From an optimization exercise on the open Yosys and OpenROAD flow, aimed at small area, a short achievable clock period and few clock cycles; shortcuts taken in it are not production practice.
Only simulation tests tie the RTL to the original design; equivalence was not proved.
Power is estimated from default activity; no workload was simulated.

`run.sh`:
```
#!/bin/bash
# synth_recipe.tcl (not shown) runs the flow's synth.tcl, then flattens the netlist and writes it again
# the make line also repeats each setting of config.mk as NAME=value (left out here)
make -C /OpenROAD-flow-scripts/flow DESIGN_CONFIG=/design/flow/config.mk WORK_HOME=/design/flow/orfs CLKGATE_MAP_FILE= SYNTH_SCRIPT=/design/flow/synth_recipe.tcl finish
```
`constraint.sdc`:
```
create_clock -name core_clock -period 10.0 [get_ports {i_clk}]
set_input_delay 2.0000 -clock core_clock [delete_from_list [all_inputs] [get_ports {i_clk}]]
set_output_delay 2.0000 -clock core_clock [all_outputs]
set_load 0.01 [all_outputs]
```
`config.mk`:
```
export PLATFORM = sky130hd
export DESIGN_NAME = toroidal_life_generation_step_top
export DESIGN_NICKNAME = toroidal_life_generation_step_top
export VERILOG_FILES = /design/flow/design.v
export SDC_FILE = /design/flow/constraint.sdc
export NUM_CORES = 4
export LEC_CHECK = 0
export CAP_MARGIN = 20
export CORE_MARGIN = 2
export CORE_UTILIZATION = 30
export PLACE_DENSITY = 0.36
export SETUP_SLACK_MARGIN = 4.5
export SLEW_MARGIN = 20
```
`design.v`:
```
package tlgs_pkg;
    localparam int MAX_W      = 64;
    localparam int MAX_H      = 64;
    localparam int ROW_AW     = $clog2(MAX_H);
    localparam int COL_AW     = $clog2(MAX_W);
    localparam int GW_W       = 7;
    localparam int CS_W       = 6;
    localparam int CS_MAX     = 32;
    localparam int PIX_W      = 12;
    localparam int DIV_CNT_W  = $clog2(PIX_W);
    localparam int NB_CNT_W   = 4;
    typedef enum logic [1:0] {
        REQ_TOGGLE,
        REQ_CLEAR,
        REQ_STEP,
        REQ_READ
    } t_req;
    typedef struct packed {
        logic              clr;
        logic              we;
        logic [ROW_AW-1:0] waddr;
        logic [ROW_AW-1:0] raddr;
        logic [MAX_W-1:0]  wdata;
    } t_mem_cmd;
    typedef struct packed {
        logic             start;
        logic [PIX_W-1:0] dividend;
        logic [CS_W-1:0]  divisor;
    } t_div_req;
endpackage
import tlgs_pkg::*;
module tlgs_div (
    input  logic             i_clk,
    input  logic             i_rst_n,
    input  tlgs_pkg::t_div_req         i_req,
    output logic             o_done,
    output logic [PIX_W-1:0] o_quot
);
    logic                 r_busy;
    logic                 r_done;
    logic [DIV_CNT_W-1:0] r_cnt;
    logic [CS_W-1:0]      r_rem;
    logic [CS_W-1:0]      r_dsr;
    logic [PIX_W-1:0]     r_quo;
    logic [CS_W:0]        rem_sh;
    logic                 q_bit;
    logic [CS_W-1:0]      n_rem;
    always_comb begin
        rem_sh = {r_rem, r_quo[PIX_W-1]};
        q_bit  = rem_sh >= {1'b0, r_dsr};
        if (q_bit) begin
            n_rem = CS_W'(rem_sh - {1'b0, r_dsr});
        end else begin
            n_rem = rem_sh[CS_W-1:0];
        end
    end
    always_ff @(posedge i_clk) begin
        if (!i_rst_n) begin
            r_busy <= 1'b0;
            r_done <= 1'b0;
            r_cnt  <= '0;
            r_rem  <= '0;
            r_dsr  <= '0;
            r_quo  <= '0;
        end else begin
            r_done <= 1'b0;
            if (i_req.start) begin
                r_busy <= 1'b1;
                r_cnt  <= DIV_CNT_W'(PIX_W - 1);
                r_rem  <= '0;
                r_quo  <= i_req.dividend;
                r_dsr  <= i_req.divisor;
            end else if (r_busy) begin
                r_rem <= n_rem;
                r_quo <= {r_quo[PIX_W-2:0], q_bit};
                if (r_cnt == '0) begin
                    r_busy <= 1'b0;
                    r_done <= 1'b1;
                end else begin
                    r_cnt <= r_cnt - DIV_CNT_W'(1);
                end
            end
        end
    end
    assign o_done = r_done;
    assign o_quot = r_quo;
endmodule
import tlgs_pkg::*;
module tlgs_row_mem (
    input  logic             i_clk,
    input  logic             i_rst_n,
    input  tlgs_pkg::t_mem_cmd         i_cmd,
    output logic [MAX_W-1:0] o_rdata
);
    logic [MAX_W-1:0] r_mem [MAX_H];
    logic [MAX_H-1:0] r_vld;
    logic [MAX_W-1:0] r_rdata;
    logic             r_rvld;
    always_ff @(posedge i_clk) begin
        if (i_cmd.we) begin
            r_mem[i_cmd.waddr] <= i_cmd.wdata;
        end
        r_rdata <= r_mem[i_cmd.raddr];
    end
    always_ff @(posedge i_clk) begin
        if (!i_rst_n) begin
            r_vld  <= '0;
            r_rvld <= 1'b0;
        end else begin
            r_rvld <= r_vld[i_cmd.raddr];
            if (i_cmd.clr) begin
                r_vld <= '0;
            end else if (i_cmd.we) begin
                r_vld[i_cmd.waddr] <= 1'b1;
            end
        end
    end
    assign o_rdata = r_rvld ? r_rdata : '0;
endmodule
import tlgs_pkg::*;
module tlgs_row_unit (
    input  logic [MAX_W-1:0] i_prev,
    input  logic [MAX_W-1:0] i_cur,
    input  logic [MAX_W-1:0] i_next,
    input  logic [GW_W-1:0]  i_width,
    output logic [MAX_W-1:0] o_row
);
    logic [COL_AW-1:0]   last_col;
    logic [MAX_W-1:0]    rows  [3];
    logic [MAX_W-1:0]    l_nb  [3];
    logic [MAX_W-1:0]    r_nb  [3];
    logic [NB_CNT_W-1:0] nb_cnt [MAX_W];
    assign last_col = COL_AW'(i_width - GW_W'(1));
    assign rows[0]  = i_prev;
    assign rows[1]  = i_cur;
    assign rows[2]  = i_next;
    always_comb begin
        for (int r = 0; r < 3; r++) begin
            for (int x = 0; x < MAX_W; x++) begin
                if (x == 0) begin
                    l_nb[r][x] = rows[r][last_col];
                end else begin
                    l_nb[r][x] = rows[r][x-1];
                end
                if (COL_AW'(x) == last_col || x == MAX_W - 1) begin
                    r_nb[r][x] = rows[r][0];
                end else begin
                    r_nb[r][x] = rows[r][(x+1) % MAX_W];
                end
            end
        end
    end
    always_comb begin
        for (int x = 0; x < MAX_W; x++) begin
            nb_cnt[x] = NB_CNT_W'(l_nb[0][x]) + NB_CNT_W'(i_prev[x]) + NB_CNT_W'(r_nb[0][x])
                      + NB_CNT_W'(l_nb[1][x]) + NB_CNT_W'(r_nb[1][x])
                      + NB_CNT_W'(l_nb[2][x]) + NB_CNT_W'(i_next[x]) + NB_CNT_W'(r_nb[2][x]);
            if (GW_W'(x) < i_width) begin
                o_row[x] = (nb_cnt[x] == NB_CNT_W'(3))
                         || (i_cur[x] && nb_cnt[x] == NB_CNT_W'(2));
            end else begin
                o_row[x] = i_cur[x];
            end
        end
    end
endmodule
import tlgs_pkg::*;
module toroidal_life_generation_step_top (
    input  logic              i_clk,
    input  logic              i_rst_n,
    input  logic              i_in_valid,
    output logic              o_in_stall,
    input  logic [1:0]        i_req_type,
    input  logic [PIX_W-1:0]  i_pixel_x,
    input  logic [PIX_W-1:0]  i_pixel_y,
    input  logic [COL_AW-1:0] i_cell_x,
    input  logic [ROW_AW-1:0] i_cell_y,
    output logic              o_out_valid,
    input  logic              i_out_stall,
    output logic              o_cell_alive,
    output logic              o_ignored,
    input  logic              psel,
    input  logic              penable,
    input  logic              pwrite,
    input  logic [3:0]        paddr,
    input  logic [31:0]       pwdata,
    output logic [31:0]       prdata,
    output logic              pready
);
    localparam int K  = 8;              
    localparam int G  = MAX_H / K;      
    localparam int KW = $clog2(K);
    localparam int GW = $clog2(G);
    localparam int FD = 16;             
    localparam int FW = $clog2(FD);
    localparam int F  = 16;             
    localparam int CW = $clog2(F) + 1;
    localparam logic [1:0] REG_GRID_W  = 2'd0;
    localparam logic [1:0] REG_GRID_H  = 2'd1;
    localparam logic [1:0] REG_CELL_SZ = 2'd2;
    logic [GW_W-1:0] r_gw;
    logic [GW_W-1:0] r_gh;
    logic [CS_W-1:0] r_cs;
    logic            cfg_wr;
    assign cfg_wr = psel && penable && pwrite;
    always_ff @(posedge i_clk) begin
        if (!i_rst_n) begin
            r_gw <= GW_W'(64);
            r_gh <= GW_W'(64);
            r_cs <= CS_W'(10);
        end else if (cfg_wr) begin
            case (paddr[3:2])
                REG_GRID_W:  r_gw <= pwdata[GW_W-1:0];
                REG_GRID_H:  r_gh <= pwdata[GW_W-1:0];
                REG_CELL_SZ: r_cs <= pwdata[CS_W-1:0];
                default: ;
            endcase
        end
    end
    logic [31:0] r_prdata;
    always_ff @(posedge i_clk) begin
        case (paddr[3:2])
            REG_GRID_W:  r_prdata <= 32'(r_gw);
            REG_GRID_H:  r_prdata <= 32'(r_gh);
            REG_CELL_SZ: r_prdata <= 32'(r_cs);
            default:     r_prdata <= '0;
        endcase
    end
    assign prdata = r_prdata;
    assign pready = 1'b1;
    logic [GW_W-1:0]  w_eff, h_eff;
    logic [CS_W-1:0]  cs_eff;
    logic [GW_W-1:0]  q_w, q_h;
    logic [CS_W-1:0]  q_cs;
    logic [MAX_W-1:0] q_colkeep;    
    logic [MAX_W-1:0] q_wlast;      
    logic             q_h64;
    logic             q_w64;
    logic [ROW_AW-1:0] q_hm1;
    logic [MAX_H/8-1:0] q_sgoh;      
    assign w_eff  = (r_gw == '0) ? GW_W'(1) : ((r_gw > GW_W'(MAX_W)) ? GW_W'(MAX_W) : r_gw);
    assign h_eff  = (r_gh == '0) ? GW_W'(1) : ((r_gh > GW_W'(MAX_H)) ? GW_W'(MAX_H) : r_gh);
    assign cs_eff = (r_cs == '0) ? CS_W'(1) : ((r_cs > CS_W'(CS_MAX)) ? CS_W'(CS_MAX) : r_cs);
    always_ff @(posedge i_clk) begin
        if (!i_rst_n) begin
            q_w       <= GW_W'(64);
            q_h       <= GW_W'(64);
            q_cs      <= CS_W'(10);
            q_colkeep <= '0;
            q_wlast   <= {1'b1, 63'b0};
            q_h64     <= 1'b1;
            q_w64     <= 1'b1;
            q_hm1     <= ROW_AW'(63);
            q_sgoh    <= G'(1);
        end else begin
            q_w    <= w_eff;
            q_h    <= h_eff;
            q_cs   <= cs_eff;
            for (int x = 0; x < MAX_W; x++) begin
                q_colkeep[x] <= GW_W'(x) >= q_w;
                q_wlast[x]   <= GW_W'(x + 1) == q_w;
            end
            q_h64  <= q_h == GW_W'(64);
            q_w64  <= q_w == GW_W'(64);
            q_hm1  <= ROW_AW'(q_h - GW_W'(1));
            q_sgoh <= (q_h == GW_W'(64)) ? G'(1) : (G'(1) << ((q_h - GW_W'(1)) >> KW));
        end
    end
    logic              v0, v1, v2;
    logic [1:0]        t0, t1, t2;
    logic [PIX_W-1:0]  px0, py0;
    logic [COL_AW-1:0] cx0;
    logic [ROW_AW-1:0] cy0;
    logic              ign1, ign2;
    logic [1:0]        qxh1, qyh1;
    logic [8:0]        rx1, ry1;
    logic [COL_AW-1:0] cx1;
    logic [ROW_AW-1:0] cy1;
    logic              vm, ignm;
    logic [1:0]        tm;
    logic [3:0]        qxm, qym;
    logic [6:0]        rxm, rym;
    logic [COL_AW-1:0] cxm;
    logic [ROW_AW-1:0] cym;
    logic              mvm, freem;
    logic [COL_AW-1:0] ax2;
    logic [ROW_AW-1:0] ay2;
    logic              adv2, free2, mv1, free1, mv0, free0;
    logic              stall, acc, pop;
    logic              vb, r_stall;
    logic [1:0]        tb;
    logic [PIX_W-1:0]  pxb, pyb;
    logic [COL_AW-1:0] cxb;
    logic [ROW_AW-1:0] cyb;
    logic              v0_n, vb_n;
    logic [CW-1:0]     cnt_q;
    logic              ign_n1;
    logic [1:0]        qx_a, qy_a;
    logic [PIX_W-1:0]  remx, remy;
    always_comb begin
        if (t0 == REQ_TOGGLE) ign_n1 = (px0 >= {q_cs, 6'b0}) || (py0 >= {q_cs, 6'b0});
        else if (t0 == REQ_READ) ign_n1 = (GW_W'(cx0) >= q_w) || (GW_W'(cy0) >= q_h);
        else ign_n1 = 1'b0;
        remx = px0;
        remy = py0;
        for (int i = 5; i >= 4; i--) begin
            if (remx >= (PIX_W'(q_cs) << i)) begin
                remx = remx - (PIX_W'(q_cs) << i);
                qx_a[i-4] = 1'b1;
            end else begin
                qx_a[i-4] = 1'b0;
            end
            if (remy >= (PIX_W'(q_cs) << i)) begin
                remy = remy - (PIX_W'(q_cs) << i);
                qy_a[i-4] = 1'b1;
            end else begin
                qy_a[i-4] = 1'b0;
            end
        end
    end
    logic [1:0]        qx_b, qy_b;
    logic [9:0]        rbx, rby;
    always_comb begin
        rbx = {1'b0, rx1};
        rby = {1'b0, ry1};
        for (int i = 3; i >= 2; i--) begin
            if (rbx >= (10'(q_cs) << i)) begin
                rbx = rbx - (10'(q_cs) << i);
                qx_b[i-2] = 1'b1;
            end else begin
                qx_b[i-2] = 1'b0;
            end
            if (rby >= (10'(q_cs) << i)) begin
                rby = rby - (10'(q_cs) << i);
                qy_b[i-2] = 1'b1;
            end else begin
                qy_b[i-2] = 1'b0;
            end
        end
    end
    logic [1:0]        qx_c, qy_c;
    logic [7:0]        rcx, rcy;
    always_comb begin
        rcx = {1'b0, rxm};
        rcy = {1'b0, rym};
        for (int i = 1; i >= 0; i--) begin
            if (rcx >= (8'(q_cs) << i)) begin
                rcx = rcx - (8'(q_cs) << i);
                qx_c[i] = 1'b1;
            end else begin
                qx_c[i] = 1'b0;
            end
            if (rcy >= (8'(q_cs) << i)) begin
                rcy = rcy - (8'(q_cs) << i);
                qy_c[i] = 1'b1;
            end else begin
                qy_c[i] = 1'b0;
            end
        end
    end
    localparam logic [1:0] OP_RD  = 2'd0;
    localparam logic [1:0] OP_TOG = 2'd1;
    localparam logic [1:0] OP_CLR = 2'd2;
    localparam logic [1:0] OP_ACK = 2'd3;
    logic [MAX_W-1:0] r_grid [MAX_H];
    logic             r_rst_d, r_rst_d2;
    logic [MAX_W-1:0] r_last;      
    logic [MAX_W-1:0] r_row0;      
    logic [MAX_W-1:0] r_grp [K];   
    logic [MAX_W-1:0] r_nrow;      
    logic [K-1:0]     r_grp_l0;
    logic             r_nrow_l0, r_last_l0, r_row0_l0, r_r63_l0;
    logic              e_v;
    logic [1:0]        e_op;
    logic [GW-1:0]     e_g;
    logic [KW-1:0]     e_rsel;
    logic [COL_AW-1:0] e_ax;
    logic              e_ign;
    logic              e_rdbit;
    logic              s_busy;     
    logic              s_ph;       
    logic              s_pre;      
    logic              s_act;      
    logic [ROW_AW-1:0] s_ay;
    logic [GW:0]       s_prog;     
    logic              es_v, es_grp, es_last;
    logic [K-1:0]      es_sub;     
    logic              es_subn;    
    logic [K-1:0]      es_keep;    
    logic              es_g0;      
    logic              es_up63;    
    logic [GW-1:0]     es_g;
    logic [KW-1:0]     es_rsel;
    logic             go2, rd_ok, idle_ok, rd_now, def_ok, tog_ok, s_start;
    logic             eng_f, eng_grp, blk_start, blk_busy;
    logic [ROW_AW-1:0] eng_ay;
    logic             e_tog, es_run, clr_all, zf, fwd_g, fwd_n;
    logic [MAX_W-1:0] e_oh, own_oh;
    logic             own_tog;
    logic             rb;
    logic [ROW_AW-1:0] ry;
    logic [COL_AW-1:0] rx;
    logic [MAX_W-1:0] rbg [K];
    logic [MAX_W-1:0] rrw;
    logic [G-1:0]     fg_oh, fn_oh, rg_oh;
    logic [K-1:0]     rj_oh;
    logic [G-1:0]     s_goh, ay2_goh, sv_goh;
    logic [K-1:0]     ay2_roh, sv_roh;
    logic [MAX_W-1:0] rx_oh;
    logic [MAX_W-1:0] m_grp [K];
    logic [MAX_W-1:0] m_nrow;
    logic [MAX_W-1:0] m_rbg [K];
    always_comb begin
        for (int j = 0; j < K; j++) begin
            m_grp[j] = '0;
            m_rbg[j] = '0;
            for (int g = 0; g < G; g++) begin
                m_grp[j] = m_grp[j] | (r_grid[g*K + j] & {MAX_W{fg_oh[g]}});
                m_rbg[j] = m_rbg[j] | (r_grid[g*K + j] & {MAX_W{rg_oh[g]}});
            end
        end
        m_nrow = '0;
        for (int g = 0; g < G; g++) m_nrow = m_nrow | (r_grid[g*K] & {MAX_W{fn_oh[g]}});
    end
    assign fg_oh = s_busy ? s_goh : (v2 && t2 == REQ_STEP) ? q_sgoh : ay2_goh;
    assign fn_oh = {fg_oh[G-2:0], fg_oh[G-1]};
    assign rg_oh = sv_v ? sv_goh : ay2_goh;
    assign rj_oh = sv_v ? sv_roh : ay2_roh;
    assign rx_oh = MAX_W'(1) << rx;
    assign eng_f   = (s_start && q_w64) || (s_busy && !blk_busy && (q_w64 || s_ph));
    assign eng_ay  = s_start ? (q_h64 ? '0 : q_hm1) : s_ay;
    assign eng_grp = !(s_start && !q_h64) && !(s_busy && s_pre);
    localparam int ND = 6;
    logic [ND-1:0]     d_v;
    logic [FW-1:0]     d_slot [ND];
    logic [ROW_AW-1:0] d_y    [ND];
    logic [COL_AW-1:0] d_x    [ND];
    logic [ND-1:0]     d_rdy;
    logic [ND-1:0]     d_ok;       
    logic              d_svc;
    logic [$clog2(ND)-1:0] d_sel, d_free;
    logic              sv_v;
    logic [$clog2(ND)-1:0] sv_idx;
    logic [ROW_AW-1:0] sv_y;
    logic [COL_AW-1:0] sv_x;
    logic [FW-1:0]     sv_slot;
    logic [3:0]        d_nfree;
    logic              d_hit;      
    logic              e_def;
    logic              rbd;
    always_comb begin
        d_svc   = 1'b0;
        d_sel   = '0;
        d_free  = '0;
        d_nfree = '0;
        d_hit   = e_v && e_def && {e_g, e_rsel} == ay2 && e_ax == ax2;
        for (int i = ND - 1; i >= 0; i--) begin
            d_rdy[i] = d_v[i] && (d_ok[i] || !s_act || ({1'b0, d_y[i][ROW_AW-1:KW]} < s_prog));
            if (d_rdy[i] && !(sv_v && sv_idx == ($clog2(ND))'(i))) begin
                d_svc = 1'b1;
                d_sel = ($clog2(ND))'(i);
            end
            if (!d_v[i]) begin
                d_free  = ($clog2(ND))'(i);
                d_nfree = d_nfree + 4'd1;
            end
            if (d_v[i] && d_y[i] == ay2 && d_x[i] == ax2) d_hit = 1'b1;
        end
    end
    assign idle_ok = !s_act && (d_v == '0) && !(e_v && e_def);
    always_comb begin
        blk_start = 1'b0;
        blk_busy  = 1'b0;
        for (int i = 0; i < ND; i++) begin
            if (d_rdy[i] && d_y[i][ROW_AW-1:KW] == (q_h64 ? GW'(0) : q_hm1[ROW_AW-1:KW]))
                blk_start = 1'b1;
            if (d_rdy[i] && d_y[i][ROW_AW-1:KW] == s_ay[ROW_AW-1:KW])
                blk_busy = 1'b1;
        end
    end
    assign tog_ok  = (!s_act || (!s_busy && {1'b0, ay2[ROW_AW-1:KW]} < s_prog)) && !d_hit;
    assign rd_ok   = !s_act || ({1'b0, ay2[ROW_AW-1:KW]} < s_prog);
    assign rd_now  = ign2 || (rd_ok && !sv_v);
    assign def_ok  = d_nfree > ((e_v && e_def) ? 4'd1 : 4'd0);
    assign go2     = v2 && ((t2 == REQ_READ) ? (rd_now || def_ok) :
                            (t2 == REQ_TOGGLE) ? (ign2 || tog_ok) :
                            (t2 == REQ_STEP) ? s_start : idle_ok);
    assign s_start = v2 && t2 == REQ_STEP && !s_act && !(e_v && e_def) && !blk_start;
    assign e_tog   = e_v && (e_op == OP_TOG) && !e_ign;
    assign es_run  = es_v && es_grp;
    assign zf      = !r_rst_d || (v2 && t2 == REQ_CLEAR && idle_ok) || (e_v && (e_op == OP_CLR));
    assign clr_all = !r_rst_d2 || (e_v && (e_op == OP_CLR));
    assign e_oh    = MAX_W'(1) << e_ax;
    assign own_tog = v2 && t2 == REQ_TOGGLE && !ign2 && !s_busy;
    assign own_oh  = MAX_W'(1) << ax2;
    assign fwd_g   = e_tog && fg_oh[e_g];
    assign fwd_n   = e_tog && fn_oh[e_g] && (e_rsel == '0);
    logic [MAX_W-1:0] f_grp [K];
    logic [MAX_W-1:0] f_nrow;
    always_comb begin
        for (int j = 0; j < K; j++) begin
            f_grp[j] = (zf ? '0 : (m_grp[j] ^ ((fwd_g && e_rsel == KW'(j)) ? e_oh : '0)))
                       ^ ((own_tog && ay2[KW-1:0] == KW'(j)) ? own_oh : '0);
        end
        if (zf) f_nrow = '0;
        else    f_nrow = m_nrow ^ (fwd_n ? e_oh : '0);
    end
    always_ff @(posedge i_clk) begin
        for (int j = 0; j < K; j++) begin
            r_grp[j]    <= f_grp[j];
            r_grp_l0[j] <= |(r_grp[j] & q_wlast);
        end
        r_nrow    <= f_nrow;
        r_nrow_l0 <= |(r_nrow & q_wlast);
        r_row0_l0 <= |(r_row0 & q_wlast);
        if ((s_start || s_busy) && fg_oh[0]) r_row0 <= f_grp[0];
        r_r63_l0  <= |(r_grid[MAX_H-1] & q_wlast);
    end
    always_comb begin
        ry = sv_v ? sv_y : ay2;
        rx = sv_v ? sv_x : ax2;
        for (int j = 0; j < K; j++) rbg[j] = m_rbg[j];
        rrw = '0;
        for (int j = 0; j < K; j++) rrw = rrw | (rbg[j] & {MAX_W{rj_oh[j]}});
        rbd = |(rrw & rx_oh);
        rb  = rbd;
        if (e_v && e_op == OP_CLR) rb = 1'b0;
        else if (e_tog && {e_g, e_rsel} == ay2 && e_ax == ax2) rb = !rb;
    end
    logic [MAX_W-1:0] row0_old, up0, nin;
    logic             row0_old_l0;
    logic [MAX_W-1:0] win [K+2];
    logic [K+1:0]     win_l0;
    logic [1:0]       hs  [K+2][MAX_W];
    logic             s0, k, u0, u1;
    logic [MAX_W-1:0] bus [K];
    logic             keep_r;
    logic             lv;
    logic             l, c, rr;
    always_comb begin
        row0_old    = r_row0;
        row0_old_l0 = r_row0_l0;
        win[0]      = es_up63 ? r_grid[MAX_H-1] : r_last;
        win_l0[0]   = es_up63 ? r_r63_l0 : r_last_l0;
        for (int j = 0; j < K; j++) begin
            win[j+1]    = es_sub[j] ? row0_old : r_grp[j];
            win_l0[j+1] = es_sub[j] ? row0_old_l0 : r_grp_l0[j];
        end
        win[K+1]    = es_subn ? row0_old : r_nrow;
        win_l0[K+1] = es_subn ? row0_old_l0 : r_nrow_l0;
        for (int r = 0; r < K + 2; r++) begin
            for (int x = 0; x < MAX_W; x++) begin
                c = win[r][x];
                if (x == 0) begin
                    l = q_w64 ? win[r][MAX_W-1] : win_l0[r];
                end else begin
                    l = win[r][x-1];
                end
                if (x == MAX_W - 1) rr = win[r][0];
                else                rr = q_wlast[x] ? win[r][0] : win[r][x+1];
                hs[r][x] = {(l & c) | (l & rr) | (c & rr), l ^ c ^ rr};
            end
        end
        for (int j = 0; j < K; j++) begin
            keep_r = !es_run || es_keep[j];
            for (int x = 0; x < MAX_W; x++) begin
                s0 = hs[j][x][0] ^ hs[j+1][x][0] ^ hs[j+2][x][0];
                k  = (hs[j][x][0] & hs[j+1][x][0]) | (hs[j][x][0] & hs[j+2][x][0])
                   | (hs[j+1][x][0] & hs[j+2][x][0]);
                u0 = hs[j][x][1] ^ hs[j+1][x][1] ^ hs[j+2][x][1];
                u1 = (hs[j][x][1] & hs[j+1][x][1]) | (hs[j][x][1] & hs[j+2][x][1])
                   | (hs[j+1][x][1] & hs[j+2][x][1]);
                if (s0) lv = !u1 && (u0 ^ k);
                else    lv = r_grp[j][x] && (u1 ? (!u0 && !k) : (u0 && k));
                if (keep_r || q_colkeep[x]) bus[j][x] = r_grp[j][x];
                else                        bus[j][x] = lv;
            end
        end
    end
    always_ff @(posedge i_clk) begin
        r_rst_d  <= i_rst_n;
        r_rst_d2 <= r_rst_d;
        for (int g = 0; g < G; g++) begin
            if (clr_all || (e_tog && e_g == GW'(g)) || (es_run && es_g == GW'(g))) begin
                for (int j = 0; j < K; j++) r_grid[g*K + j] <= bus[j];
            end
        end
        if (es_v && !es_grp) begin
            r_last    <= r_grp[es_rsel];
            r_last_l0 <= r_grp_l0[es_rsel];
        end else if (es_run) begin
            r_last    <= r_grp[K-1];
            r_last_l0 <= r_grp_l0[K-1];
        end
    end
    assign adv2   = go2;
    assign free2  = !v2 || adv2;
    assign mvm    = vm && free2;
    assign freem  = !vm || mvm;
    assign mv1    = v1 && freem;
    assign free1  = !v1 || mv1;
    assign mv0    = v0 && free1;
    assign free0  = !v0 || mv0;
    assign stall  = r_stall;
    assign acc    = i_in_valid && !r_stall;
    always_comb begin
        v0_n = v0;
        vb_n = vb;
        if (mv0) begin
            v0_n = vb || acc;
            vb_n = vb && acc;
        end else if (acc) begin
            if (v0) vb_n = 1'b1;
            else    v0_n = 1'b1;
        end
    end
    logic [1:0]    fifo [FD];
    logic [FD-1:0] f_rdy;
    logic [FW-1:0] wp, rp;
    logic [FW:0]   fcnt;
    logic          push;
    logic [1:0]    res;
    assign push = e_v;
    assign res  = (e_op == OP_RD)  ? {e_rdbit && !e_ign, e_ign} :
                  (e_op == OP_TOG) ? {1'b0, e_ign} : 2'b00;
    assign pop  = (fcnt != '0) && f_rdy[rp] && !i_out_stall;
    always_ff @(posedge i_clk) begin
        if (push) begin
            fifo[wp]  <= res;
            f_rdy[wp] <= !e_def;
        end
        if (sv_v) begin
            fifo[sv_slot]  <= {rbd, 1'b0};
            f_rdy[sv_slot] <= 1'b1;
        end
        sv_idx  <= d_sel;
        sv_goh  <= G'(1) << d_y[d_sel][ROW_AW-1:KW];
        sv_roh  <= K'(1) << d_y[d_sel][KW-1:0];
        sv_y    <= d_y[d_sel];
        sv_x    <= d_x[d_sel];
        sv_slot <= d_slot[d_sel];
        if (push && e_def) begin
            d_slot[d_free] <= wp;
            d_y[d_free]    <= {e_g, e_rsel};
            d_x[d_free]    <= e_ax;
        end
        if (!i_rst_n) begin
            v0     <= 1'b0;
            vb     <= 1'b0;
            r_stall <= 1'b0;
            v1     <= 1'b0;
            vm     <= 1'b0;
            v2     <= 1'b0;
            cnt_q  <= '0;
            wp     <= '0;
            rp     <= '0;
            fcnt   <= '0;
            e_v    <= 1'b0;
            d_v    <= '0;
            sv_v   <= 1'b0;
            s_busy <= 1'b0;
            s_ph   <= 1'b0;
            s_pre  <= 1'b0;
            s_act  <= 1'b0;
            es_v   <= 1'b0;
        end else begin
            cnt_q <= cnt_q + (CW)'(acc) - (CW)'(pop);
            if (push) wp <= wp + FW'(1);
            if (pop)  rp <= rp + FW'(1);
            fcnt <= fcnt + (FW+1)'(push) - (FW+1)'(pop);
            v0      <= v0_n;
            vb      <= vb_n;
            r_stall <= (v0_n && vb_n) || (cnt_q + (CW)'(acc) - (CW)'(pop) == (CW)'(F));
            if (mv0)      v1 <= 1'b1;
            else if (mv1) v1 <= 1'b0;
            if (mv1)      vm <= 1'b1;
            else if (mvm) vm <= 1'b0;
            if (mvm)      v2 <= 1'b1;
            else if (adv2) v2 <= 1'b0;
            e_v  <= go2;
            sv_v <= d_svc;
            for (int i = 0; i < ND; i++) begin
                if (push && e_def && d_free == ($clog2(ND))'(i)) d_v[i] <= 1'b1;
                else if (sv_v && sv_idx == ($clog2(ND))'(i))      d_v[i] <= 1'b0;
                if (push && e_def && d_free == ($clog2(ND))'(i)) d_ok[i] <= 1'b0;
                else if (d_rdy[i])                                d_ok[i] <= 1'b1;
            end
            if (s_start) begin
                s_busy <= 1'b1;
                s_act  <= 1'b1;
                s_ph   <= !q_w64;
                s_pre  <= !q_w64 && !q_h64;
            end else begin
                if (s_busy && !blk_busy) begin
                    if (!q_w64 && !s_ph) begin
                        s_ph <= 1'b1;
                    end else begin
                        s_ph  <= 1'b0;
                        s_pre <= 1'b0;
                        if (!s_pre && s_ay[ROW_AW-1:KW] == q_hm1[ROW_AW-1:KW]) s_busy <= 1'b0;
                    end
                end
                if (es_run && es_last) s_act <= 1'b0;
            end
            es_v <= eng_f;
        end
        if (s_start) begin
            if (q_w64) begin
                s_ay  <= q_h64 ? ROW_AW'(K) : '0;
                s_goh <= q_h64 ? G'(2) : G'(1);
            end else begin
                s_ay  <= q_h64 ? '0 : q_hm1;
                s_goh <= q_sgoh;
            end
            s_prog <= '0;
        end else begin
            if (s_busy && !blk_busy && (q_w64 || s_ph)) begin
                if (s_pre) begin
                    s_ay  <= '0;
                    s_goh <= G'(1);
                end else begin
                    s_ay  <= s_ay + ROW_AW'(K);
                    s_goh <= {s_goh[G-2:0], s_goh[G-1]};
                end
            end
            if (es_run) s_prog <= (GW+1)'(es_g) + (GW+1)'(1);
        end
        es_grp  <= eng_grp;
        es_g    <= eng_ay[ROW_AW-1:KW];
        es_rsel <= eng_ay[KW-1:0];
        es_last <= eng_ay[ROW_AW-1:KW] == q_hm1[ROW_AW-1:KW];
        for (int j = 0; j < K; j++) begin
            es_sub[j]  <= j != 0 && {1'b0, eng_ay[ROW_AW-1:KW], KW'(j)} == q_h;
            es_keep[j] <= {1'b0, eng_ay[ROW_AW-1:KW], KW'(j)} >= q_h;
        end
        es_subn <= {1'b0, GW'(eng_ay[ROW_AW-1:KW] + GW'(1)), KW'(0)} == q_h
                   || (q_h64 && eng_ay[ROW_AW-1:KW] == GW'(G-1));
        es_g0   <= eng_ay[ROW_AW-1:KW] == '0;
        es_up63 <= eng_ay[ROW_AW-1:KW] == '0 && q_h64;
        e_g     <= ay2[ROW_AW-1:KW];
        e_rsel  <= ay2[KW-1:0];
        e_ax    <= ax2;
        e_ign   <= ign2;
        e_rdbit <= rb;
        e_def   <= t2 == REQ_READ && !rd_now;
        case (t2)
            REQ_READ:   e_op <= OP_RD;
            REQ_TOGGLE: e_op <= OP_TOG;
            REQ_CLEAR:  e_op <= OP_CLR;
            default:    e_op <= OP_ACK;
        endcase
        if (mv0 ? vb : (acc && !v0)) begin
            if (mv0) begin
                t0  <= tb;
                px0 <= pxb;
                py0 <= pyb;
                cx0 <= cxb;
                cy0 <= cyb;
            end else begin
                t0  <= i_req_type;
                px0 <= i_pixel_x;
                py0 <= i_pixel_y;
                cx0 <= i_cell_x;
                cy0 <= i_cell_y;
            end
        end else if (mv0 && acc) begin
            t0  <= i_req_type;
            px0 <= i_pixel_x;
            py0 <= i_pixel_y;
            cx0 <= i_cell_x;
            cy0 <= i_cell_y;
        end
        if (acc && (mv0 ? vb : v0)) begin
            tb  <= i_req_type;
            pxb <= i_pixel_x;
            pyb <= i_pixel_y;
            cxb <= i_cell_x;
            cyb <= i_cell_y;
        end
        if (mv0) begin
            t1   <= t0;
            ign1 <= ign_n1;
            qxh1 <= qx_a;
            qyh1 <= qy_a;
            rx1  <= remx[8:0];
            ry1  <= remy[8:0];
            cx1  <= cx0;
            cy1  <= cy0;
        end
        if (mv1) begin
            tm   <= t1;
            ignm <= ign1;
            qxm  <= {qxh1, qx_b};
            qym  <= {qyh1, qy_b};
            rxm  <= rbx[6:0];
            rym  <= rby[6:0];
            cxm  <= cx1;
            cym  <= cy1;
        end
        if (mvm) begin
            t2   <= tm;
            ign2 <= ignm || (tm == REQ_TOGGLE && (GW_W'({qxm, qx_c}) >= q_w || GW_W'({qym, qy_c}) >= q_h));
            if (tm == REQ_TOGGLE) begin
                ax2     <= {qxm, qx_c};
                ay2     <= {qym, qy_c};
                ay2_goh <= G'(1) << qym[3:1];
                ay2_roh <= K'(1) << {qym[0], qy_c};
            end else begin
                ax2     <= cxm;
                ay2     <= cym;
                ay2_goh <= G'(1) << cym[ROW_AW-1:KW];
                ay2_roh <= K'(1) << cym[KW-1:0];
            end
        end
    end
    assign o_in_stall   = stall;
    assign o_out_valid  = fcnt != '0 && f_rdy[rp];
    assign o_cell_alive = fifo[rp][1];
    assign o_ignored    = fifo[rp][0];
endmodule
```
==> key figures, run 1 <==
Power and ir drop
  • Power per cell area: between 150 and 200 mW/mm^2
  • Total chip power: 74.27 mW
  • Worst VDD drop: around 0.00016 V
  • LEAKAGE: ~150 nW
  • Clock power frac: 34.5%
  • NetSw: approximately 26 mW
  • Sw Ratio: between 30% and 40%
  • Flop pwr share: 38.6%
  • Pint: approximately 49 mW
  • Combinational share of power: a little over a quarter

Setup path
  • Critical path endpoint category: flip-flop
  • CP top delay family: compound AO/OA/AOI/OAI gates
  • Worst path most repeated cell: buf_12
  • CP arrival: just under 7 ns
  • Critical Path RT: approximately 11 ns
  • Crit-path cells: buf_6 > mux2_8 > buf_12 > buf_12 > buf_16 > buf_4 > a22o_1 > a221oi_1 > a31oi_1 > or4_1 > o21ai_4 > a21oi_2 > a2111oi_4 > o2111ai_4 > a21boi_4 > buf_12 > buf_12 > buf_16 > o22ai_2
  • Crit Path Max Fanout: 69
  • Worst path bufs/invs: 8
  • Reg2reg start: sv_v
  • Slowest cell on the critical path: or4_1
  • CP startpoint kind: flip-flop
  • Worst setup path startpoint: sv_v
  • CP max stage delay: about 0.61 ns
  • Critical path class: reg2reg

Yosys
  • Yosys top cell area share: slightly above 40%
  • Synth area leader: edfxtp_1
  • Post-synthesis sequential area ratio: 47.06%
  • Netlist cell types: 87
  • Number of synthesized flops with an enable pin: about 4500
  • Yosys warning count: 10
  • Top cells by area, synth: edfxtp_1 41%, fa_1 10%, a22oi_1 7.4%
  • Register bit total from synthesis: about 5500
  • Syn Area/Cell: approximately 12 um^2
  • Syn Inst Count: 28590
  • Async set or reset register ratio after synthesis: 0%
  • Mapped Area: about 0.33 mm^2
  • Top FF cell, synth: edfxtp_1

Placement
  • Gpl congestion: roughly 1.0
  • Port Buffers: 64
  • DP Area: between 0.3 and 0.4 mm^2
  • Pre-CTS setup slack: 1.971 ns
  • Dpl hpwl: 1465000 um
  • Placed Cells incl. Taps: ~43000

Clocking
  • Largest buffer count on any clock path: 5
  • Worst-path clk slew: 0.06 ns
  • CTS tree: done
  • TritonCTS Buffers: 687
  • Clk root buf: clkbuf_16
  • Clk sink count: between 5000 and 6000
  • Clk latency of the worst-skew pair: approximately 1.3 ns
  • Htree depth: 6
  • Post-CTS Hold Fix Bufs: 0

Flow run
  • Maxcap violations: 0

Min path
  • Min-delay src: r_rst_d
  • Worst Hold Class: reg2reg

Global routing
  • Initial antenna violation count: approximately 390
  • Largest net degree at the start of global routing: 117
  • Grt total ovfl: 0
  • Vias in the first global route: 261500
  • Total GRT Usage: about 36%
  • First-pass GRT wire length: between 2000000 and 3000000 um

Cells and area
  • Synth-to-layout area growth: 17.96%
  • Final #Nets: 31970
  • Non-filler cells, final: ~44000
  • Commonest non-fill, non-tap cell in the layout: edfxtp_1
  • Layout filler cell count: roughly 110k
  • Share of post-route cells with drive strength above 1: between 15 and 20%
  • Final core occ: a little over a third
  • Finished Cell Area: around 0.39 mm^2
  • Most frequent cells in the layout: 4538 x edfxtp_1, 3258 x a22oi_1, 2474 x inv_1, 2030 x nand2_1, 1766 x nor2_1

Timing
  • Max-slew headroom: approximately 8.3%
  • RSZ-0062 raised after global routing: true
  • Fmax: approximately 0.17 GHz
  • Fin crit share: between 50% and 60%
  • Worst-Margin Slew: ~1.4 ns
  • Final setup vio count: 0
  • Min Hold Slack: roughly 0.36 ns
  • Setup_tns: 0 ns
  • Fin. Hold Viols: 0
  • Min cycle time layout: 5.987 ns
  • Slew Limit Fails: 0
  • Fin Clk Skew: about 0.14 ns
  • PnR worst setup slack: between 4 and 5 ns

Detailed routing
  • Vias per cell: about 6.3
  • DR WL/cell: 46.97 um
  • Post-DRT Antenna Nets: 1
  • Final WL: approximately 2100000 um
  • TritonRoute pass-1 iters: 7
  • 1st-iter DRT viols: around 42000
  • DR DRC count: 0
  • Total vias in the final route: 278900

Floorplan
  • Die area: between 1 and 1.5 mm^2
  • I/O pin count: approximately 120
  • Die span in y: 1051 um
  • # rows: 384
  • Core Area: approximately 1.1 mm^2
  • Die Span X: approximately 1100 um
  • Initial core utilization: ~30%

Outcome
  • Layout Check Failures: antenna rules
  • Status: failed layout checks
==> logic make-up (layout without fill, tap and decap cells) <==
family	after synthesis	in the layout	share of synthesized area [%]
compound gates	7872	7872	17.81
xor+xnor	1165	1165	3.101
fa+ha+maj	2870	2870	14.74
buf+inv	4499	5477	5.282
flops	5465	5465	47.06
mux	1444	1453	4.962
other cells	2	331	0.002283
simple gates	5270	5270	7.042
==> per-layer routing <==
layer | share of wire, % | GRT usage, % | vias to the layer above
met2 | 42 | 53.35 | 19330
li1 | - | - | 108300
met1 | 41 | 47.99 | 147000
met4 | 6.8 | 21.69 | 82
met5 | 0.027 | 0.3119 | -
met3 | 10 | 9.610 | 4190
==> state kept, by name (all words and copies together) (netlist names), 9 cells and up, named ones only <==
name and cells:
r_last 64, fifo 32, d_y 36, r_nrow 64
px0 12, pxb 12, d_slot 24, r_row0 64
f_rdy 16, rx1 9, pyb 12, r_grp 512
ry1 9, d_x 36, r_grid 4096, q_wlast 63
py0 12, q_colkeep 64
==> synthesized netlist by cell type, types with 18 or more instances <==
cell type	count
buf_4	32
buf_1	433
nand4_1	590
nand2b_1	66
xor2_1	527
buf_6	18
mux2i_1	162
nand2_1	2051
a22oi_1	3262
nor2b_1	75
a21oi_1	882
inv_1	2475
nor3_1	114
ha_1	1194
clkbuf_1	1347
a221o_1	39
or4_1	54
a221oi_1	757
fa_1	1676
o21ai_0	404
nand3_1	149
nor2_1	1796
or3_1	62
o22ai_1	18
buf_2	185
a22o_1	748
a31oi_1	521
a41oi_1	23
xnor2_1	638
edfxtp_1	4538
o41ai_1	491
nor4_1	144
a211o_1	492
a211oi_1	53
a21o_1	43
and2_1	49
mux4_2	23
mux2_2	1251
and3_1	62
dfxtp_1	927
a21boi_0	30
==> what timing repair did <==
item / CTS / global route
gates cloned: 48 / 6
pin swaps: 61 / 47
resized for setup: 396 / 88
buffers inserted: 118 / 50
endpoints found under the setup margin: 1841 / 680
==> cell type report <==
cell class                      count  area [um^2]  share of cell area [%]
Clock buffer                      891        18540                   4.778
Tap cell                        14480        18110                   4.667
Antenna cell                      305        763.2                  0.1967
Timing Repair Buffer             1731        17790                   4.584
Clock inverter                    375         4035                   1.040
Multi-Input combinational cell  18660       164600                   42.41
Inverter                         2480         9314                   2.400
Sequential cell                  5465       154900                   39.92
==> power groups by stage <==
stage	clock network (mW)	logic, mW	registers (mW)
after floorplan	0	11.6	28.2
after global placement	0	18.9	29.0
after detailed placement	0	19.3	28.9
after CTS	26.1	19.6	28.5
after global routing	26.8	21.8	28.7
final	25.6	20.0	28.6
==> path summary, 6_finish.rpt <==
path           endpoint  slack [ns]  cells past startpoint
max          fifo[9][1]        4.01                     19
min            r_rst_d2        0.36                      0
max reg2reg  fifo[9][1]        4.01                     19
min reg2reg    r_rst_d2        0.36                      0
==> worst reg2reg max path: cells and delay by family, from the launching register on <==
kind / cells / cell delay [ns]
flops: 1 / 0.46
mux: 1 / 0.44
buf+inv: 8 / 2.04
compound gates: 9 / 2.20
simple gates: 1 / 0.61
Testbench counts, summed over its fixed seeds: cycles 2,060.
==> run 2, diff against run 1 <==
--- a/design.v
+++ b/design.v
@@ -378,3 +378,2 @@
     logic              e_ign;
-    logic              e_rdbit;
     logic              s_busy;     
@@ -426,4 +425,4 @@
     assign fn_oh = {fg_oh[G-2:0], fg_oh[G-1]};
-    assign rg_oh = sv_v ? sv_goh : ay2_goh;
-    assign rj_oh = sv_v ? sv_roh : ay2_roh;
+    assign rg_oh = sv_goh;
+    assign rj_oh = sv_roh;
     assign rx_oh = MAX_W'(1) << rx;
@@ -442,2 +441,4 @@
     logic              sv_v;
+    logic              sv_dir;     
+    logic              claim, svc_go;
     logic [$clog2(ND)-1:0] sv_idx;
@@ -458,3 +459,3 @@
             d_rdy[i] = d_v[i] && (d_ok[i] || !s_act || ({1'b0, d_y[i][ROW_AW-1:KW]} < s_prog));
-            if (d_rdy[i] && !(sv_v && sv_idx == ($clog2(ND))'(i))) begin
+            if (d_rdy[i] && !(sv_v && !sv_dir && sv_idx == ($clog2(ND))'(i))) begin
                 d_svc = 1'b1;
@@ -482,3 +483,5 @@
     assign rd_ok   = !s_act || ({1'b0, ay2[ROW_AW-1:KW]} < s_prog);
-    assign rd_now  = ign2 || (rd_ok && !sv_v);
+    assign rd_now  = ign2 || rd_ok;
+    assign claim   = v2 && t2 == REQ_READ && !ign2 && rd_ok;
+    assign svc_go  = d_svc && !claim;
     assign def_ok  = d_nfree > ((e_v && e_def) ? 4'd1 : 4'd0);
@@ -519,4 +522,4 @@
     always_comb begin
-        ry = sv_v ? sv_y : ay2;
-        rx = sv_v ? sv_x : ax2;
+        ry = sv_y;
+        rx = sv_x;
         for (int j = 0; j < K; j++) rbg[j] = m_rbg[j];
@@ -526,4 +529,2 @@
         rb  = rbd;
-        if (e_v && e_op == OP_CLR) rb = 1'b0;
-        else if (e_tog && {e_g, e_rsel} == ay2 && e_ax == ax2) rb = !rb;
     end
@@ -623,3 +624,3 @@
     assign push = e_v;
-    assign res  = (e_op == OP_RD)  ? {e_rdbit && !e_ign, e_ign} :
+    assign res  = (e_op == OP_RD)  ? {rbd && !e_ign, e_ign} :
                   (e_op == OP_TOG) ? {1'b0, e_ign} : 2'b00;
@@ -631,3 +632,3 @@
         end
-        if (sv_v) begin
+        if (sv_v && !sv_dir) begin
             fifo[sv_slot]  <= {rbd, 1'b0};
@@ -636,6 +637,7 @@
         sv_idx  <= d_sel;
-        sv_goh  <= G'(1) << d_y[d_sel][ROW_AW-1:KW];
-        sv_roh  <= K'(1) << d_y[d_sel][KW-1:0];
-        sv_y    <= d_y[d_sel];
-        sv_x    <= d_x[d_sel];
+        sv_dir  <= claim;
+        sv_goh  <= claim ? ay2_goh : G'(1) << d_y[d_sel][ROW_AW-1:KW];
+        sv_roh  <= claim ? ay2_roh : K'(1) << d_y[d_sel][KW-1:0];
+        sv_y    <= claim ? ay2 : d_y[d_sel];
+        sv_x    <= claim ? ax2 : d_x[d_sel];
         sv_slot <= d_slot[d_sel];
@@ -680,6 +682,6 @@
             e_v  <= go2;
-            sv_v <= d_svc;
+            sv_v <= claim || svc_go;
             for (int i = 0; i < ND; i++) begin
                 if (push && e_def && d_free == ($clog2(ND))'(i)) d_v[i] <= 1'b1;
-                else if (sv_v && sv_idx == ($clog2(ND))'(i))      d_v[i] <= 1'b0;
+                else if (sv_v && !sv_dir && sv_idx == ($clog2(ND))'(i)) d_v[i] <= 1'b0;
                 if (push && e_def && d_free == ($clog2(ND))'(i)) d_ok[i] <= 1'b0;
@@ -743,3 +745,2 @@
         e_ign   <= ign2;
-        e_rdbit <= rb;
         e_def   <= t2 == REQ_READ && !rd_now;
--- a/config.mk
+++ b/config.mk
@@ -11,3 +11,3 @@
 export PLACE_DENSITY = 0.36
-export SETUP_SLACK_MARGIN = 4.5
+export SETUP_SLACK_MARGIN = 5
 export SLEW_MARGIN = 20
==> key figures, run 2 <==
Setup path
  • CP max stage delay: 0.75 ns (+0.14 ns)
  • Critical path endpoint category: flip-flop
  • Crit-path cells: buf_4 > buf_12 > buf_4 > a22oi_1 > a41oi_1 > nor4_1 > nand2_1 > a21oi_1 > nand4_1 > o22ai_4 > buf_12 > a21oi_1
  • CP arrival: 6.11 ns (-0.79 ns)
  • Slowest cell on the critical path: nand2_1
  • Worst path bufs/invs: 4 (-4)
  • Critical path class: reg2reg
  • Crit Path Max Fanout: 59 (-14%)
  • CP startpoint kind: flip-flop
  • CP top delay family: simple AND/OR/NAND/NOR gates
  • Critical Path RT: 10.91 ns (about the same)

Cells and area
  • FF+latch area: 0.1550 mm^2 (about the same)
  • Most frequent cells in the layout: 4538 x edfxtp_1, 4272 x a22oi_1, 2480 x inv_1, 1941 x nand2_1, 1676 x fa_1
  • Biggest regs: r_grid (4096), r_grp (512)
  • Synth-to-layout area growth: 17.01%
  • Share of post-route cells with drive strength above 1: 15.89% (-0.20 points)
  • Max reg flops: 4096 (unchanged)
  • Finished Cell Area: 0.3860 mm^2 (-0.55%)
  • Commonest non-fill, non-tap cell in the layout: edfxtp_1
  • Biggest register: r_grid
  • Final #Nets: 32070 (+0.29%)
  • Layout filler cell count: 107700 (+0.69%)
  • Multi-input logic area: 0.1648 mm^2 (about the same)

Timing
  • RSZ-0062 raised after global routing: true
  • Setup_tns: 0 ns (unchanged)
  • Worst-Margin Slew: 1.383 ns (+0.007359 ns)
  • Fin Clk Skew: 0.1069 ns (-0.03461 ns)
  • Min cycle time layout: 5.201 ns (-0.7863 ns)
  • Final setup vio count: 0 (unchanged)
  • Fin. Hold Viols: 0 (unchanged)
  • Slew Limit Fails: 0 (unchanged)
  • Max-slew headroom: 7.490% (-0.83 points)
  • Fmax: 0.1923 GHz (+15%)
  • Fin crit share: 52.01% (-7.9 points)

Placement
  • Gpl congestion: 1.042 (+0.22%)
  • Port Buffers: 64 (unchanged)
  • DP Area: 0.3600 mm^2 (+0.33%)
  • Dpl hpwl: 1522000 um (+3.8%)

Clocking
  • Worst-path clk slew: 0.06 ns (about the same)
  • Post-CTS Hold Fix Bufs: 0 (unchanged)
  • Clk sink count: 5465 (unchanged)
  • Htree depth: 6 (unchanged)
  • Clk latency of the worst-skew pair: 1.21 ns (-0.05 ns)
  • TritonCTS Buffers: 691 (+0.58%)
  • Largest buffer count on any clock path: 5 (unchanged)
  • CTS tree: done
  • Clk root buf: clkbuf_16

Global routing
  • Largest net degree at the start of global routing: 96 (-18%)
  • Initial antenna violation count: 389 (+1.0%)
  • First-pass GRT wire length: 2672000 um (-0.26%)
  • Grt total ovfl: 0 (unchanged)
  • Vias in the first global route: 263200 (+0.63%)
  • Total GRT Usage: 36.12% (-0.20 points)

Yosys
  • Netlist cell types: 83 (-4.6%)
  • Post-synthesis sequential area ratio: 46.94% (-0.12 points)
  • Number of synthesized flops with an enable pin: 4538 (unchanged)
  • Mapped Area: 0.3299 mm^2 (+0.26%)
  • Async set or reset register ratio after synthesis: 0% (unchanged)
  • Count leader, synth: edfxtp_1
  • Yosys top cell area share: 41.31% (-0.11 points)
  • Syn Inst Count: 28780 (+0.69%)
  • Top FF cell, synth: edfxtp_1
  • Synth cell count leaders: 4538 x edfxtp_1, 4272 x a22oi_1, 2485 x inv_1, 1982 x nand2_1, 1676 x fa_1
  • Synth area leader: edfxtp_1
  • Register bit total from synthesis: 5465 (unchanged)
  • Syn Area/Cell: 11.46 um^2 (-0.42%)
  • Yosys warning count: 10 (unchanged)
  • Top cells by area, synth: edfxtp_1 41%, fa_1 10%, a22oi_1 9.7%

Power and ir drop
  • Power per cell area: 189.2 mW/mm^2 (-1.1%)
  • LEAKAGE: 142.7 nW (-3.0%)
  • Worst VDD drop: 0.0001800 V (+14%)

Detailed routing
  • TritonRoute pass-1 iters: 6 (-1)
  • Post-DRT Antenna Nets: 0 (-1)
  • Final WL: 2082000 um (-0.13%)
  • DR DRC count: 0 (unchanged)
  • 1st-iter DRT viols: 40740 (-3.5%)
  • DR WL/cell: 46.77 um (-0.42%)
  • Total vias in the final route: 279800 (+0.34%)
  • Vias per cell: 6.286 (about the same)

Floorplan
  • Die area: 1.108 mm^2 (+0.26%)
  • Die span in y: 1053 um (+0.13%)
  • Core Area: 1.097 mm^2 (+0.39%)
  • I/O pin count: 118 (unchanged)
  • # rows: 385 (+0.26%)
  • Initial core utilization: 30.06% (-0.040 points)
  • Die Span X: 1053 um (+0.13%)

Outcome
  • Status: timing/DRC/antenna clean

Flow run
  • Maxcap violations: 0 (unchanged)

Min path
  • Worst Hold Class: reg2reg
-- run 2: metrics by stage --
step                      cells  util, %  setup WS, ns  power [mW]  hold slack [ns]
after floorplan           28810        -         2.314       38.90           0.3310
after global placement    42810    32.77         3.112       46.82           0.3448
after detailed placement  42820    32.80         3.278       47.12           0.3434
after CTS                 44160    35.02         4.783       72.92           0.3586
after global routing      44260    35.12         4.826       75.94           0.3626
final                     44510    35.17         4.799       73.02           0.3504
-- run 2: logic make-up after synthesis --
family,after synthesis,share of synthesized area [%]
XOR/XNOR,780,2.076
adder cells (fa/ha/maj),2869,14.70
AND/OR/NAND/NOR,5248,7.474
buffers and inverters,4559,5.250
other,2,0.002277
AO/OA/AOI/OAI,8426,18.59
flip-flops,5465,46.94
multiplexers,1434,4.970
-- run 2: final timing paths --
| kind | startpoint | end | slack (ns) | cells past startpoint |
|---|---|---|---|---|
| max | sv_goh[0] | fifo[15][1] | 4.80 | 12 |
| min | r_rst_d | r_rst_d2 | 0.35 | 0 |
| max reg2reg | sv_goh[0] | fifo[15][1] | 4.80 | 12 |
| min reg2reg | r_rst_d | r_rst_d2 | 0.35 | 0 |
-- run 2: what timing repair did --
item | in CTS | in global routing
endpoints found under the setup margin | 3292 | 897
hold endpoints to repair | 0 | 0
gates cloned | 4 | 4
pin swaps | 36 | 24
gates resized for setup | 196 | 85
setup buffers | 69 | 30
-- run 2: layout make-up --
cell class              count  share of cell area (%)
diodes                    310                  0.2010
clock buffers             853                   4.751
flip-flops and latches   5465                   40.15
well taps               14510                   4.704
repair buffers           1675                   3.995
multi-input cells       18780                   42.69
clock inverters           409                   1.069
inverters                2499                   2.443
-- run 2: power by group --
| group | internal, mW | leakage (nW) | switching [mW] |
|---|---|---|---|
| Combinational | 6.72 | 79.2 | 12.3 |
| Sequential | 26.8 | 52.5 | 1.71 |
| Clock | 14.5 | 10.9 | 11.0 |
-- run 2: routing by layer --
metal  global-route usage (%)  share of wire [%]  vias up
li1                         -                  -   109900
met1                    47.68                 41   147800
met2                    54.81                 44    18150
met3                    7.931                9.0     3853
met4                    20.63                6.7       84
met5                        0              0.078        -
Testbench counts of run 2, summed over its fixed seeds: cycles 2,048.
==> run 3, diff against run 2 <==
--- a/design.v
+++ b/design.v
@@ -360,2 +360,9 @@
     end
+    logic qx_ge, qy_ge;
+    always_comb begin
+        qx_ge = ({1'b0, qxm} > q_w[GW_W-1:2])
+             || ({1'b0, qxm} == q_w[GW_W-1:2] && qx_c >= q_w[1:0]);
+        qy_ge = ({1'b0, qym} > q_h[GW_W-1:2])
+             || ({1'b0, qym} == q_h[GW_W-1:2] && qy_c >= q_h[1:0]);
+    end
     localparam logic [1:0] OP_RD  = 2'd0;
@@ -802,3 +809,3 @@
             t2   <= tm;
-            ign2 <= ignm || (tm == REQ_TOGGLE && (GW_W'({qxm, qx_c}) >= q_w || GW_W'({qym, qy_c}) >= q_h));
+            ign2 <= ignm || (tm == REQ_TOGGLE && (qx_ge || qy_ge));
             if (tm == REQ_TOGGLE) begin
==> key figures, run 3 <==
Outcome
  • Status: timing/DRC/antenna clean

Cells and area
  • Biggest regs: r_grid (4096), r_grp (512)
  • Most frequent cells in the layout: 4538 x edfxtp_1, 4503 x a22oi_1, 2500 x inv_1, 1968 x nand2_1, 1676 x fa_1
  • Biggest register: r_grid
  • Non-filler cells, final: 44520 (+0.022%)
  • Layout filler cell count: 107200 (-0.48%)
  • FF+latch area: 0.1550 mm^2 (about the same)
  • Synth-to-layout area growth: 16.78%
  • Share of post-route cells with drive strength above 1: 15.02% (-0.87 points)
  • Max reg flops: 4096 (unchanged)
  • Multi-input logic area: 0.1633 mm^2 (-0.87%)
  • Final #Nets: 32110 (+0.12%)
  • Commonest non-fill, non-tap cell in the layout: edfxtp_1

Clocking
  • Clk latency of the worst-skew pair: 1.23 ns (+0.02 ns)
  • Clk root buf: clkbuf_16
  • CTS tree: done
  • Clk sink count: 5465 (unchanged)
  • Htree depth: 6 (unchanged)
  • Worst-path clk slew: 0.06 ns (about the same)
  • TritonCTS Buffers: 690 (-0.14%)
  • Post-CTS Hold Fix Bufs: 0 (unchanged)
  • Largest buffer count on any clock path: 5 (unchanged)

Power and ir drop
  • NetSw: 23.93 mW (-4.3%)
  • Worst VDD drop: 0.0001589 V (-12%)
  • Total chip power: 71.24 mW (-2.4%)
  • Pint: 47.31 mW (-1.5%)
  • Flop pwr share: 39.6% (+0.6 points)
  • Combinational share of power: 24.8% (-1.2 points)
  • Clock power frac: 35.6% (+0.6 points)
  • Sw Ratio: 33.59% (-0.66 points)
  • Power per cell area: 185.2 mW/mm^2 (-2.1%)
  • LEAKAGE: 143.4 nW (+0.52%)

Timing
  • Max-slew headroom: 7.623% (+0.13 points)
  • Slew Limit Fails: 0 (unchanged)
  • Min Hold Slack: 0.3533 ns (+0.002919 ns)
  • Worst-Margin Slew: 1.386 ns (+0.003125 ns)
  • Fmax: 0.1830 GHz (-4.8%)
  • Fin. Hold Viols: 0 (unchanged)
  • Final setup vio count: 0 (unchanged)
  • Fin Clk Skew: 0.1180 ns (+0.01110 ns)
  • Min cycle time layout: 5.465 ns (+0.2644 ns)
  • RSZ-0062 raised after global routing: true
  • Setup_tns: 0 ns (unchanged)
  • Fin crit share: 54.65% (+2.6 points)

Floorplan
  • I/O pin count: 118 (unchanged)
  • # rows: 384 (-0.26%)
  • Initial core utilization: 30.11% (+0.052 points)
  • Core Area: 1.094 mm^2 (-0.35%)
  • Die area: 1.106 mm^2 (-0.17%)
  • Die span in y: 1052 um (about the same)
  • Die Span X: 1052 um (about the same)

Global routing
  • Largest net degree at the start of global routing: 97 (+1.0%)
  • Initial antenna violation count: 385 (-1.0%)
  • First-pass GRT wire length: 2646000 um (-0.99%)
  • Grt total ovfl: 0 (unchanged)
  • Vias in the first global route: 261000 (-0.82%)
  • Total GRT Usage: 35.73% (-0.39 points)

Setup path
  • Crit-path cells: buf_12 > buf_12 > buf_12 > a22oi_2 > nand4_1 > a22oi_1 > nand4_1 > a32o_2 > nor4_2 > nand4_1 > a221oi_4 > buf_12 > a21oi_1
  • Worst path most repeated cell: buf_12
  • Critical Path RT: 10.90 ns (about the same)
  • Worst path bufs/invs: 4 (unchanged)
  • CP max stage delay: 0.82 ns (+0.07 ns)
  • CP top delay family: simple AND/OR/NAND/NOR gates
  • Slowest cell on the critical path: nand4_1
  • Critical path class: reg2reg
  • Flop-to-flop setup slack: 4.53 ns (-0.26 ns)
  • Critical path endpoint category: flip-flop
  • CP arrival: 6.37 ns (+0.26 ns)
  • CP startpoint kind: flip-flop
  • Crit Path Max Fanout: 47 (-20%)

Detailed routing
  • 1st-iter DRT viols: 40690 (-0.12%)
  • DR WL/cell: 46.07 um (-1.5%)
  • Total vias in the final route: 279600 (-0.076%)
  • Final WL: 2051000 um (-1.5%)
  • TritonRoute pass-1 iters: 7 (+1)
  • Vias per cell: 6.280 (about the same)
  • DR DRC count: 0 (unchanged)
  • Post-DRT Antenna Nets: 0 (unchanged)

Placement
  • Dpl hpwl: 1445000 um (-5.0%)
  • Gpl congestion: 1.033 (-0.84%)
  • Port Buffers: 64 (unchanged)
  • Placed Cells incl. Taps: 42800 (-0.047%)

Yosys
  • Number of synthesized flops with an enable pin: 4538 (unchanged)
  • Post-synthesis sequential area ratio: 47.02% (+0.082 points)
  • Synth cell count leaders: 4538 x edfxtp_1, 4521 x a22oi_1, 2502 x inv_1, 1979 x nand2_1, 1708 x clkbuf_1
  • Syn Area/Cell: 11.40 um^2 (-0.52%)
  • Async set or reset register ratio after synthesis: 0% (unchanged)
  • Mapped Area: 0.3293 mm^2 (-0.17%)
  • Register bit total from synthesis: 5465 (unchanged)
  • Yosys warning count: 10 (unchanged)
  • Synth area leader: edfxtp_1
  • Netlist cell types: 88 (+6.0%)
  • Top cells by area, synth: edfxtp_1 41%, a22oi_1 10%, fa_1 10%
  • Yosys top cell area share: 41.38% (+0.072 points)
  • Top FF cell, synth: edfxtp_1
  • Syn Inst Count: 28880 (+0.35%)
  • Count leader, synth: edfxtp_1

Flow run
  • Maxcap violations: 0 (unchanged)

Min path
  • Worst Hold Class: reg2reg
==> run 3: cell types whose count changed after synthesis, sizes merged, moves of 27 or more <==
cell,previous run,this run
nand4,595,1166
a41oi,515,5
a22oi,4272,4521
clkbuf,1545,1715
buf,515,365
nor4,166,25
xor2,202,110
nor2,1167,1106
xnor2,577,632
nor3,370,325
a21oi,1259,1299
or3,232,268
nand3,143,170
==> run 3: cell type report <==
type | instances | share of cell area (%)
Multi-Input combinational cell | 18860 | 42.47
Sequential cell | 5465 | 40.31
Clock buffer | 891 | 4.787
Tap cell | 14480 | 4.710
Timing Repair Buffer | 1633 | 4.061
Inverter | 2506 | 2.449
Clock inverter | 354 | 0.9986
Antenna cell | 334 | 0.2173
==> run 3: through the flow <==
stage | setup slack [ns] | instance area (um^2) | util (%)
floorplan | 4.671 | 329500 | -
global placement | 3.204 | 357800 | 32.72
detailed placement | 3.540 | 358300 | 32.76
CTS | 4.606 | 382600 | 34.99
global route | 4.706 | 383900 | 35.10
finish | 4.535 | 384500 | 35.17
==> run 3: worst paths after layout <==
| path | start | end | cells after the start |
|---|---|---|---|
| max | sv_goh[5] | fifo[4][1] | 13 |
| max reg2reg | sv_goh[5] | fifo[4][1] | 13 |
| min | r_rst_d | r_rst_d2 | 0 |
| min reg2reg | r_rst_d | r_rst_d2 | 0 |
==> run 3: power groups by stage <==
stage	Clock (mW)	Combinational, mW	Sequential [mW]
global placement	0	16.8	28.6
finish	25.3	17.7	28.2
floorplan	0	10.2	27.9
CTS	25.8	17.3	28.1
global route	26.5	19.3	28.3
detailed placement	0	17.1	28.6
==> run 3: cell families after synthesis <==
kind of cell / Yosys count / synth area share, %
adders and majority gates: 2869 / 14.72
xor gates and xnor gates: 743 / 1.980
buffers and inverters: 4586 / 5.305
AOI/OAI and AO/OA: 8211 / 17.93
other: 2 / 0.002281
and+or+nand+nor: 5585 / 8.131
muxes: 1422 / 4.908
DFF: 5465 / 47.02
==> run 3: repair_timing <==
action,in CTS,in global routing
setup buffers,77,33
pin swaps,57,33
gates resized for setup,205,82
setup endpoints to repair,4077,515
cloned,10,2
==> run 3: per-layer routing <==
metal	vias up	part of all wire (%)	wire [um]	global-route usage, %
met5	-	0.043	875	0.008545
met4	88	6.5	133100	20.30
met3	4024	9.9	202800	9.830
met2	18430	43	876500	52.80
met1	147000	41	837700	47.13
li1	110000	-	-	-
Testbench counts of run 3, summed over its fixed seeds: cycles 2,048.

-- port drivers added, routing unchanged --
The results above use ideal ports. As a check the final layouts listed here were re-extracted and re-timed, cells and wires unchanged.
Step 1, drivers: a clkbuf_16 drives i_clk and a buf_2 each remaining input, both assumed.
Step 2, shift: input delay + t, output delay - t, t = (earliest + latest rising clock arrival at the registers) / 2. This alone moves slack from input paths to output paths.
a / b / c = ideal ports / drivers / drivers and shift; a / b = the first two.
run | t (ns) | slack for setup (ns) | latest minus earliest clock arrival (ns) | worst slew at a driven data input, ns
run 1 | 1.368 | 4.013 / 4.013 / 4.013 | 0.144 / 0.144 | 0.10
run 2 | 1.342 | 4.799 / 4.799 / 4.799 | 0.112 / 0.111 | 0.11
run 3 | 1.358 | 4.535 / 4.535 / 4.303 | 0.129 / 0.130 | 0.11
The setup slack of run 3, which loses most, moves by 0.000 ns with the drivers and by -0.232 ns with both steps.
